Background: an optimization exercise with open tools, aiming at small area, a short achievable clock period and few clock cycles per item. Do not read the settings as production practice. Only simulation tests tie the RTL to the original design; equivalence was not proved. Power is estimated from default activity; no workload was simulated.

== amber ==
==> flow/design.v <==
`default_nettype none
`default_nettype wire
`default_nettype none
package t2_pkg;
    typedef logic [6-1:0]              zb_t;
    typedef logic [9-1:0]            pass_t;
    typedef logic [32-1:0]           field_t;
    typedef logic [6-1:0]          bit_cnt_t;
    typedef logic [$clog2(8)-1:0]      cb_coord_t;
    typedef logic [16-1:0]         pkt_index_t;
    typedef enum logic [2:0] {
        HDR_IDLE,
        HDR_SOP,
        HDR_INDEX,
        HDR_TAG,
        HDR_PASS,
        HDR_LAST_WAIT
    } hdr_state_t;
endpackage
`default_nettype wire
`timescale 1ns/1ps
`default_nettype none
module t2_header_top (
    input  logic                clk,
    input  logic                rst_n,
    input  logic                zb_valid_i,
    input  t2_pkg::zb_t         zb_data_i,
    output logic                zb_ready_o,
    input  logic                pass_valid_i,
    input  t2_pkg::pass_t       pass_data_i,
    output logic                pass_ready_o,
    output logic                hdr_valid_o,
    output logic                hdr_last_o,
    output t2_pkg::field_t      hdr_data_o,
    output t2_pkg::bit_cnt_t    hdr_bit_cnt_o,
    output logic                hdr_insert_zero_o,
    input  logic                hdr_ready_i
);
    localparam logic [2:0] F_SOP  = 3'd0;
    localparam logic [2:0] F_IDX  = 3'd1;
    localparam logic [2:0] F_CODE = 3'd2;
    localparam logic [2:0] F_ROOT = 3'd4;
    localparam logic [2:0] F_M4   = 3'd5;
    localparam logic [2:0] F_M2   = 3'd6;
    localparam logic [2:0] F_LEAF = 3'd7;
    function automatic logic lt6(input logic [5:0] a, input logic [5:0] b);
        logic r;
        r = 1'b0;
        for (int i = 0; i < 6; i++) r = (!a[i] && b[i]) || (!(a[i] ^ b[i]) && r);
        lt6 = r;
    endfunction
    logic        full_q;     
    logic        acc;
    logic [6:0]  acnt;       
    logic [6:0]  rcnt;       
    logic [6:0]  rcnt_f;     
    logic [5:0]  rf   [8][8];
    logic [5:0]  m4   [4];
    logic [5:0]  root;
    assign zb_ready_o = !full_q;
    assign acc        = zb_valid_i && !full_q;
    assign rcnt_f     = {~rcnt[6], rcnt[5:0]};
    logic [6:0] acnt_p1;
    logic       lim0, lim1;
    assign acnt_p1 = acnt + 7'd1;
    assign lim0    = (acnt == rcnt_f);
    assign lim1    = (acnt_p1 == rcnt_f);
    always_ff @(posedge clk or negedge rst_n) begin
        if (!rst_n) begin
            full_q <= 1'b0;
            acnt  <= '0;
        end else begin
            if (acc) acnt <= acnt_p1;
            full_q <= acc ? lim1 : lim0;
        end
    end
    logic [7:0] row_oh, col_oh;
    logic [3:0] q_sel;
    logic       first_root, first_m4;
    always_ff @(posedge clk or negedge rst_n) begin
        if (!rst_n) begin
            row_oh <= 8'd1;
            col_oh <= 8'd1;
        end else if (acc) begin
            col_oh <= {col_oh[6:0], col_oh[7]};
            if (col_oh[7]) row_oh <= {row_oh[6:0], row_oh[7]};
        end
    end
    for (genvar q = 0; q < 4; q++) begin : g_qsel
        assign q_sel[q] = (q[1] ? |row_oh[7:4] : |row_oh[3:0]) &&
                          (q[0] ? |col_oh[7:4] : |col_oh[3:0]);
    end
    assign first_root = row_oh[0] && col_oh[0];
    assign first_m4   = (row_oh[0] || row_oh[4]) && (col_oh[0] || col_oh[4]);
    always_ff @(posedge clk) begin
        for (int y = 0; y < 8; y++) begin
            for (int x = 0; x < 8; x++) begin
                if (acc && row_oh[y] && col_oh[x]) rf[y][x] <= zb_data_i;
            end
        end
    end
    always_ff @(posedge clk) begin
        if (acc && (first_root || lt6(zb_data_i, root))) root <= zb_data_i;
        for (int q = 0; q < 4; q++) begin
            if (acc && q_sel[q] && (first_m4 || lt6(zb_data_i, m4[q]))) m4[q] <= zb_data_i;
        end
    end
    logic        pb_v;
    logic [4:0]  pb_cls;     
    logic [6:0]  pb_off;     
    logic        pb_take;
    logic        pb_v_n;
    logic        pr_q;       
    logic [8:0]  pd3, pd6, pd37;
    assign pass_ready_o = pr_q;
    assign pb_take      = pass_valid_i && pr_q;
    assign pd3  = pass_data_i - 9'd3;
    assign pd6  = pass_data_i - 9'd6;
    assign pd37 = pass_data_i - 9'd37;
    always_ff @(posedge clk) begin
        if (pb_take) begin
            if (pass_data_i == 9'd1) begin
                pb_cls <= 5'b00001; pb_off <= 7'd0;
            end else if (pass_data_i == 9'd2) begin
                pb_cls <= 5'b00010; pb_off <= 7'd0;
            end else if (pass_data_i <= 9'd5) begin
                pb_cls <= 5'b00100; pb_off <= {5'd0, pd3[1:0]};
            end else if (pass_data_i <= 9'd36) begin
                pb_cls <= 5'b01000; pb_off <= {2'd0, pd6[4:0]};
            end else begin
                pb_cls <= 5'b10000; pb_off <= pd37[6:0];
            end
        end
    end
    logic [15:0] code_d;
    logic [5:0]  code_b;
    assign code_d = ({16{pb_cls[4]}} & 16'hff80) | ({16{pb_cls[3]}} & 16'h01e0) |
                    ({16{pb_cls[2]}} & 16'h000c) | ({16{pb_cls[1]}} & 16'h0002) |
                    {9'd0, pb_off};
    assign code_b = ({6{pb_cls[0]}} & 6'd1) | ({6{pb_cls[1]}} & 6'd2) |
                    ({6{pb_cls[2]}} & 6'd4) | ({6{pb_cls[3]}} & 6'd9) |
                    ({6{pb_cls[4]}} & 6'd16);
    logic [15:0] g_oh;        
    logic        yb;          
    logic        g_last;      
    logic [5:0]  grp_q [4];
    logic [5:0]  leaf_b;
    logic [5:0]  m2_nx, m4_nx, leaf_nx;
    logic [5:0]  blk;
    assign blk = rcnt[5:0];
    assign g_last = g_oh[3] || g_oh[7] || g_oh[11] || g_oh[15];
    always_ff @(posedge clk) begin
        for (int w = 0; w < 4; w++) begin
            logic [5:0] v;
            v = '0;
            for (int g = 0; g < 16; g++) begin
                v = v | ({6{g_oh[g]}} & rf[2 * (g / 4) + w / 2][2 * (g % 4) + w % 2]);
            end
            grp_q[w] <= v;
        end
    end
    logic ab, ac, ad, bc, bd, cd;
    logic sa, sb, sc;
    logic [5:0] min4;
    assign ab = !lt6(grp_q[1], grp_q[0]);
    assign ac = !lt6(grp_q[2], grp_q[0]);
    assign ad = !lt6(grp_q[3], grp_q[0]);
    assign bc = !lt6(grp_q[2], grp_q[1]);
    assign bd = !lt6(grp_q[3], grp_q[1]);
    assign cd = !lt6(grp_q[3], grp_q[2]);
    assign sa = ab && ac && ad;
    assign sb = !ab && bc && bd;
    assign sc = !ac && !bc && cd;
    always_comb begin
        if (sa)      min4 = grp_q[0];
        else if (sb) min4 = grp_q[1];
        else if (sc) min4 = grp_q[2];
        else         min4 = grp_q[3];
    end
    always_ff @(posedge clk) begin
        m2_nx   <= min4;
        m4_nx   <= m4[{blk[5], blk[2]}];
        leaf_nx <= blk[0] ? leaf_b : grp_q[{blk[3], 1'b0}];
    end
    logic [2:0]  ft;          
    logic [15:0] pkt_idx;
    logic        sop_a, sop_b, sop_c;
    logic [15:0] dat_q;
    logic        ld_en, avail, ld;
    logic        begun_q;
    logic [2:0]  ft_nb;       
    always_comb begin
        case (ft)
            F_SOP:   avail = begun_q;    
            F_ROOT:  avail = full_q;     
            F_CODE:  avail = pb_v;
            default: avail = 1'b1;
        endcase
    end
    assign ld_en = !hdr_valid_o || hdr_ready_i;
    assign ld    = ld_en && avail;
    always_comb begin
        pb_v_n = pb_v;
        if (pb_take) pb_v_n = 1'b1;
        else if (ld && ft == F_CODE) pb_v_n = 1'b0;
    end
    logic [5:0] tag;
    always_comb begin
        case (ft[1:0])
            2'd0:    tag = root;
            2'd1:    tag = m4_nx;
            2'd2:    tag = m2_nx;
            default: tag = leaf_nx;
        endcase
    end
    logic [6:0] rcnt_p1;
    logic [5:0] nb;
    logic [2:0] ft_blk;
    assign rcnt_p1 = rcnt + 7'd1;
    assign nb      = rcnt_p1[5:0];
    always_comb begin
        if (nb == 6'd0)                                 ft_blk = F_SOP;
        else if (nb[4:3] == 2'b00 && nb[1:0] == 2'b00) ft_blk = F_M4;
        else if (!nb[3] && !nb[0])                      ft_blk = F_M2;
        else                                            ft_blk = F_LEAF;
    end
    always_ff @(posedge clk or negedge rst_n) begin
        if (!rst_n) begin
            hdr_valid_o <= 1'b0;
            ft          <= F_SOP;
            rcnt        <= '0;
            g_oh        <= 16'd1;
            yb          <= 1'b0;
            pkt_idx     <= '0;
            pb_v        <= 1'b0;
            pr_q        <= 1'b0;
            begun_q     <= 1'b0;
            ft_nb       <= F_SOP;
        end else begin
            begun_q <= (acnt != rcnt) || acc;
            if (ld_en) hdr_valid_o <= avail;
            pb_v <= pb_v_n;
            pr_q <= !pb_v_n;
            if (ld) begin
                case (ft)
                    F_SOP:  ft <= F_IDX;
                    F_IDX: begin
                        ft      <= F_ROOT;
                        pkt_idx <= pkt_idx + 16'd1;
                    end
                    F_ROOT: ft <= F_M4;
                    F_M4:   ft <= F_M2;
                    F_M2:   ft <= F_LEAF;
                    F_LEAF: begin
                        ft    <= F_CODE;
                        rcnt  <= rcnt_p1;
                        ft_nb <= ft_blk;
                        if (!blk[0]) begin
                            if (g_last && !yb) g_oh <= {g_oh[2:0], g_oh[15:3]};
                            else               g_oh <= {g_oh[14:0], g_oh[15]};
                            if (g_last) yb <= !yb;
                        end
                    end
                    default: ft <= ft_nb;
                endcase
            end
        end
    end
    always_ff @(posedge clk) begin
        if (ld && ft == F_LEAF && !blk[0]) leaf_b <= grp_q[{blk[3], 1'b1}];
        if (ld)    sop_a <= (ft == F_SOP);
        if (ld_en) sop_b <= avail && (ft == F_SOP);
        sop_c <= ld ? (ft == F_SOP) : (sop_c && hdr_valid_o);
        if (ld) begin
            case (ft)
                F_SOP: begin
                    dat_q             <= 16'h0004;
                    hdr_bit_cnt_o     <= 6'd32;
                    hdr_insert_zero_o <= 1'b0;
                    hdr_last_o        <= 1'b0;
                end
                F_IDX: begin
                    dat_q             <= pkt_idx;
                    hdr_bit_cnt_o     <= 6'd16;
                    hdr_insert_zero_o <= 1'b0;
                    hdr_last_o        <= 1'b0;
                end
                F_CODE: begin
                    dat_q             <= code_d;
                    hdr_bit_cnt_o     <= code_b;
                    hdr_insert_zero_o <= 1'b0;
                    hdr_last_o        <= (ft_nb == F_SOP);
                end
                default: begin
                    dat_q             <= {10'd0, tag};
                    hdr_bit_cnt_o     <= tag + 6'd1;
                    hdr_insert_zero_o <= 1'b1;
                    hdr_last_o        <= 1'b0;
                end
            endcase
        end
    end
    assign hdr_data_o = {{4{sop_a}}, {4{sop_b}}, sop_c, 2'b00, sop_c, 3'b000, sop_c, dat_q};
endmodule
`default_nettype wire
Settings: LEC_CHECK=0, ABC_AREA=1, CAP_MARGIN=20, CORE_MARGIN=2, CORE_UTILIZATION=55, CTS_CLUSTER_DIAMETER=80, CTS_CLUSTER_SIZE=25, SETUP_SLACK_MARGIN=3.2, SLEW_MARGIN=20; clock period 5.5 ns.
run.sh (not shown) runs the stock make flow with config.mk's settings and CLKGATE_MAP_FILE= SYNTH_SCRIPT=/design/flow/synth_recipe.tcl, a recipe that flattens the netlist after the stock synthesis.
Testbench counts of amber, summed over its fixed seeds: cycles 10,168, packets 64.
Changes in quartz relative to amber:
--- a/flow/design.v
+++ b/flow/design.v
@@ -49,17 +49,20 @@
         for (int i = 0; i < 6; i++) r = (!a[i] && b[i]) || (!(a[i] ^ b[i]) && r);
         lt6 = r;
     endfunction
     logic        full_q;     
+    logic        zr_q;       
     logic        acc;
+    logic        in_v;       
+    logic [5:0]  in_d;
     logic [6:0]  acnt;       
     logic [6:0]  rcnt;       
     logic [6:0]  rcnt_f;     
     logic [5:0]  rf   [8][8];
     logic [5:0]  m4   [4];
     logic [5:0]  root;
-    assign zb_ready_o = !full_q;
-    assign acc        = zb_valid_i && !full_q;
+    assign zb_ready_o = zr_q;
+    assign acc        = zb_valid_i && zr_q;
     assign rcnt_f     = {~rcnt[6], rcnt[5:0]};
     logic [6:0] acnt_p1;
     logic       lim0, lim1;
     assign acnt_p1 = acnt + 7'd1;
@@ -67,22 +70,29 @@
     assign lim1    = (acnt_p1 == rcnt_f);
     always_ff @(posedge clk or negedge rst_n) begin
         if (!rst_n) begin
             full_q <= 1'b0;
-            acnt  <= '0;
+            zr_q   <= 1'b0;
+            in_v   <= 1'b0;
+            acnt   <= '0;
         end else begin
+            in_v <= acc;
             if (acc) acnt <= acnt_p1;
             full_q <= acc ? lim1 : lim0;
+            zr_q   <= acc ? !lim1 : !lim0;
         end
     end
+    always_ff @(posedge clk) begin
+        in_d <= zb_data_i;
+    end
     logic [7:0] row_oh, col_oh;
     logic [3:0] q_sel;
     logic       first_root, first_m4;
     always_ff @(posedge clk or negedge rst_n) begin
         if (!rst_n) begin
             row_oh <= 8'd1;
             col_oh <= 8'd1;
-        end else if (acc) begin
+        end else if (in_v) begin
             col_oh <= {col_oh[6:0], col_oh[7]};
             if (col_oh[7]) row_oh <= {row_oh[6:0], row_oh[7]};
         end
     end
@@ -94,16 +104,16 @@
     assign first_m4   = (row_oh[0] || row_oh[4]) && (col_oh[0] || col_oh[4]);
     always_ff @(posedge clk) begin
         for (int y = 0; y < 8; y++) begin
             for (int x = 0; x < 8; x++) begin
-                if (acc && row_oh[y] && col_oh[x]) rf[y][x] <= zb_data_i;
+                if (in_v && row_oh[y] && col_oh[x]) rf[y][x] <= in_d;
             end
         end
     end
     always_ff @(posedge clk) begin
-        if (acc && (first_root || lt6(zb_data_i, root))) root <= zb_data_i;
+        if (in_v && (first_root || lt6(in_d, root))) root <= in_d;
         for (int q = 0; q < 4; q++) begin
-            if (acc && q_sel[q] && (first_m4 || lt6(zb_data_i, m4[q]))) m4[q] <= zb_data_i;
+            if (in_v && q_sel[q] && (first_m4 || lt6(in_d, m4[q]))) m4[q] <= in_d;
         end
     end
     logic        pb_v;
     logic [4:0]  pb_cls;     
@@ -183,17 +193,19 @@
         leaf_nx <= blk[0] ? leaf_b : grp_q[{blk[3], 1'b0}];
     end
     logic [2:0]  ft;          
     logic [15:0] pkt_idx;
-    logic        sop_a, sop_b, sop_c;
+    logic        pkt_inc;     
+    logic        adv;         
+    logic        sop_a, sop_b, sop_c, sop_d;
     logic [15:0] dat_q;
     logic        ld_en, avail, ld;
     logic        begun_q;
     logic [2:0]  ft_nb;       
     always_comb begin
         case (ft)
             F_SOP:   avail = begun_q;    
-            F_ROOT:  avail = full_q;     
+            F_ROOT:  avail = full_q && !in_v;     
             F_CODE:  avail = pb_v;
             default: avail = 1'b1;
         endcase
     end
@@ -231,8 +243,10 @@
             rcnt        <= '0;
             g_oh        <= 16'd1;
             yb          <= 1'b0;
             pkt_idx     <= '0;
+            pkt_inc     <= 1'b0;
+            adv         <= 1'b0;
             pb_v        <= 1'b0;
             pr_q        <= 1'b0;
             begun_q     <= 1'b0;
             ft_nb       <= F_SOP;
@@ -240,38 +254,39 @@
             begun_q <= (acnt != rcnt) || acc;
             if (ld_en) hdr_valid_o <= avail;
             pb_v <= pb_v_n;
             pr_q <= !pb_v_n;
+            pkt_inc <= ld && ft == F_IDX;
+            adv     <= ld && ft == F_LEAF && !blk[0];
+            if (pkt_inc) pkt_idx <= pkt_idx + 16'd1;
+            if (adv) begin
+                if (g_last && !yb) g_oh <= {g_oh[2:0], g_oh[15:3]};
+                else               g_oh <= {g_oh[14:0], g_oh[15]};
+                if (g_last) yb <= !yb;
+            end
             if (ld) begin
                 case (ft)
                     F_SOP:  ft <= F_IDX;
-                    F_IDX: begin
-                        ft      <= F_ROOT;
-                        pkt_idx <= pkt_idx + 16'd1;
-                    end
+                    F_IDX:  ft <= F_ROOT;
                     F_ROOT: ft <= F_M4;
                     F_M4:   ft <= F_M2;
                     F_M2:   ft <= F_LEAF;
                     F_LEAF: begin
                         ft    <= F_CODE;
                         rcnt  <= rcnt_p1;
                         ft_nb <= ft_blk;
-                        if (!blk[0]) begin
-                            if (g_last && !yb) g_oh <= {g_oh[2:0], g_oh[15:3]};
-                            else               g_oh <= {g_oh[14:0], g_oh[15]};
-                            if (g_last) yb <= !yb;
-                        end
                     end
                     default: ft <= ft_nb;
                 endcase
             end
         end
     end
     always_ff @(posedge clk) begin
-        if (ld && ft == F_LEAF && !blk[0]) leaf_b <= grp_q[{blk[3], 1'b1}];
+        if (!blk[0]) leaf_b <= grp_q[{blk[3], 1'b1}];
         if (ld)    sop_a <= (ft == F_SOP);
         if (ld_en) sop_b <= avail && (ft == F_SOP);
         sop_c <= ld ? (ft == F_SOP) : (sop_c && hdr_valid_o);
+        sop_d <= ld ? (ft == F_SOP) : (sop_d && !(hdr_valid_o && hdr_ready_i));
         if (ld) begin
             case (ft)
                 F_SOP: begin
                     dat_q             <= 16'h0004;
@@ -299,7 +314,7 @@
                 end
             endcase
         end
     end
-    assign hdr_data_o = {{4{sop_a}}, {4{sop_b}}, sop_c, 2'b00, sop_c, 3'b000, sop_c, dat_q};
+    assign hdr_data_o = {{3{sop_a}}, {3{sop_b}}, {3{sop_c}}, 2'b00, sop_d, 3'b000, sop_d, dat_q};
 endmodule
 `default_nettype wire
### Flow results
Between amber and quartz, the clock-pin slew on the worst setup and hold paths does not differ in any meaningful way. Of quartz and amber, it is quartz that has the lower simple-gate area share of the yosys netlist. Compared with amber, quartz shows a lower clock insertion delay at the later pin of the skew report. Relative to amber, the gate count of the mapped netlist measured on quartz has decreased slightly. On quartz: clock share of power is 7.7 points higher than what amber gave. quartz ended with less critical path depth than amber. For the switching component of the power, quartz came in 33% lower than amber did.
Testbench counts of quartz, summed over its fixed seeds: cycles 10,184, packets 64.

port drivers added, routing unchanged:
In the flow no input, the clock included, has a driving cell. The finished layouts below were timed again as built, in two steps.
Step 1, drivers: a clkbuf_16 drives clk and a buf_2 each remaining input, both assumed.
Step 2 also shifts input and output timing later by t, the mid clock arrival at the registers, as if the neighbouring blocks saw the same clock.
a / b / c = ideal / step 1 / step 2; a / b = the first two.
run | t (ns) | setup slack, ns | slew at the worst register clock pin (ns) | worst data-port slew with drivers (ns) | cell pins on the clock port's net
amber | 0.667 | 3.210 / 3.152 / 2.611 | 0.10 / 0.10 | 0.05 | 1
quartz | 0.623 | 3.231 / 3.173 / 2.688 | 0.10 / 0.10 | 0.04 | 1
After both steps every run listed still meets setup and hold. The setup slack of amber, which loses most, moves by -0.058 ns with the drivers and by -0.599 ns with both steps.
